Background: an optimization exercise with open tools, aiming at small area, a short achievable clock period and few clock cycles. Do not read the settings as production practice.
Only simulation tests tie the RTL to the original design; equivalence was not proved.
Power and IR drop assume default switching activity.

## job_record_list_insert_search_delete
module job_record_list_insert_search_delete #(
    parameter int unsigned DEPTH = jrl_pkg::DEPTH_DEF
) (
    input  logic          i_clk,
    input  logic          i_rst_n,
    input  logic          start,
    input  logic [110:0]  i_req,
    output logic          busy,
    output logic          o_done,
    output logic [110:0]  o_rsp
);
==> flow/config.mk <==
export PLATFORM = sky130hd
export DESIGN_NAME = job_record_list_insert_search_delete
export DESIGN_NICKNAME = job_record_list_insert_search_delete
export VERILOG_FILES = /design/flow/design.v
export SDC_FILE = /design/flow/constraint.sdc
export NUM_CORES = 4
export LEC_CHECK = 0
export CAP_MARGIN = 20
export CORE_MARGIN = 2
export CORE_UTILIZATION = 60
export CTS_CLUSTER_DIAMETER = 100
export CTS_CLUSTER_SIZE = 30
export SETUP_SLACK_MARGIN = 3.5
export SLEW_MARGIN = 20
==> flow/constraint.sdc <==
create_clock -name core_clock -period 6.0 [get_ports {i_clk}]
set_input_delay 1.2000 -clock core_clock [delete_from_list [all_inputs] [get_ports {i_clk}]]
set_output_delay 1.2000 -clock core_clock [all_outputs]
set_load 0.01 [all_outputs]
run.sh (not shown) runs the stock make flow with config.mk's settings and CLKGATE_MAP_FILE= SYNTH_SCRIPT=/design/flow/synth_recipe.tcl, a recipe that flattens the netlist after the stock synthesis.
The starting point completed without violations.
Testbench counts at the start, summed over its fixed seeds: cycles 4,824.
Then changed:
==> flow/flow/run.sh (new file) <==
#!/bin/bash
# The standard layout (the standard.sh, synthesis included, unchanged),
# except that the port buffers it inserts are buf_2 cells rather than the
# delay cells buffer_ports picks by default. Every port still gets its buffer.
# make's output goes to standard.log; each ORFS step keeps its own log under
# orfs/logs/.
set -euo pipefail
export BUFFER_PORTS_ARGS="-buffer_cell sky130_fd_sc_hd__buf_2"
bash standard.sh > standard.log 2>&1
==> flow/standard.sh (new file) <==
#!/bin/bash
# synth_recipe.tcl (not shown) runs the flow's synth.tcl, then flattens the netlist and writes it again
# the make line also repeats each setting of config.mk as NAME=value (left out here)
make -C /OpenROAD-flow-scripts/flow DESIGN_CONFIG=/design/flow/config.mk WORK_HOME=/design/flow/orfs CLKGATE_MAP_FILE= SYNTH_SCRIPT=/design/flow/synth_recipe.tcl "${@:-finish}"
Settings changed: CTS_CLUSTER_SIZE 30 to 22.
removed: flow/run.sh
What happened: First-iteration DRC count goes up by 1.6%; utilization goes down by 0.58 points; global-route usage goes up by 0.48 points; non-clock buffer count goes down by 56; worst hold slack is about the same; wire length goes up by 1.3%.
Then changed:
==> flow/run.sh (new file) <==
#!/bin/bash
# synth_recipe.tcl (not shown) runs the flow's synth.tcl, then flattens the netlist and writes it again
# the make line also repeats each setting of config.mk as NAME=value (left out here)
make -C /OpenROAD-flow-scripts/flow DESIGN_CONFIG=/design/flow/config.mk WORK_HOME=/design/flow/orfs CLKGATE_MAP_FILE= SYNTH_SCRIPT=/design/flow/synth_recipe.tcl finish
removed: flow/flow/run.sh
removed: flow/standard.sh
Result: Synthesized cell count stays the same. Worst setup slack gets better by 10 ps. Via count goes up by 0.78%.

job_record_list_insert_search_delete, a different RTL version from the one above (not shown whole).
For scale: ~2100 flip-flops, roughly 230 I/O pins, roughly 77000 µm² of cells after synthesis.
==> flow/design.v (excerpt) <==
module job_record_list_insert_search_delete #(
    parameter int unsigned DEPTH = jrl_pkg::DEPTH_DEF
) (
    input  logic          i_clk,
    input  logic          i_rst_n,
    input  logic          start,
    input  logic [110:0]  i_req,
    output logic          busy,
    output logic          o_done,
    output logic [110:0]  o_rsp
);
export LEC_CHECK = 0
export CAP_MARGIN = 20
export CORE_MARGIN = 2
export CORE_UTILIZATION = 72
export CTS_CLUSTER_DIAMETER = 100
export CTS_CLUSTER_SIZE = 26
export SETUP_SLACK_MARGIN = 3.5
export SLEW_MARGIN = 20
create_clock -name core_clock -period 6.0 [get_ports {i_clk}]
Stock flow here: none of the scripts above is used.
Testbench counts at the start, summed over its fixed seeds: cycles 4,824.
Rerun with:
==> flow/flow/run.sh (new file) <==
#!/bin/bash
# The standard layout (the standard.sh, synthesis included, unchanged),
# except that the port buffers it inserts are buf_2 cells rather than the
# delay cells buffer_ports picks by default. Every port still gets its buffer.
# make's output goes to standard.log; each ORFS step keeps its own log under
# orfs/logs/.
set -euo pipefail
export BUFFER_PORTS_ARGS="-buffer_cell sky130_fd_sc_hd__buf_2"
bash standard.sh > standard.log 2>&1
==> flow/standard.sh (new file) <==
#!/bin/bash
# synth_recipe.tcl (not shown) runs the flow's synth.tcl, then flattens the netlist and writes it again
# the make line also repeats each setting of config.mk as NAME=value (left out here)
make -C /OpenROAD-flow-scripts/flow DESIGN_CONFIG=/design/flow/config.mk WORK_HOME=/design/flow/orfs CLKGATE_MAP_FILE= SYNTH_SCRIPT=/design/flow/synth_recipe.tcl "${@:-finish}"
removed: flow/run.sh
Effect:
- The changed run passed the timing, design-rule and antenna checks
- routed wire length stays flat
- die area does not change
- sequential power is about the same
- final cell count goes down slightly
- synthesized cell count is unchanged
- fmax goes down by a few percent

## port drivers added, routing unchanged
The flow's constraints put no driver on any port. The routed layouts listed below were extracted and timed again, unchanged, in two steps.
Step 1: set_driving_cell puts a clkbuf_16 on i_clk and a buf_2 on each other input, an assumption about the parent block.
Step 2 also shifts input and output timing later by t, the mid clock arrival at the registers, as if the neighbouring blocks saw the same clock.
Slacks: ideal ports / drivers / drivers and shift; pairs: ideal ports / drivers.
run	t, ns	slack for setup (ns)	worst setup path at the end	slew at the worst register clock pin (ns)
the first run of note 1	0.788	3.507 / 3.458 / 2.770	input to register	0.12 / 0.12
the second run of note 1	0.829	3.447 / 3.440 / 2.725	input to register	0.10 / 0.10
the third run of note 1	0.827	3.458 / 3.460 / 2.667	input to register	0.10 / 0.10
the first run of note 2	0.802	3.464 / 3.449 / 2.719	input to register	0.11 / 0.11
the second run of note 2	0.823	3.406 / 3.406 / 2.678	input to register	0.12 / 0.12
After both steps every run listed still meets setup and hold. For the third run of note 1, which loses most, drivers alone change the setup slack by +0.002 ns; drivers and shift together by -0.791 ns.
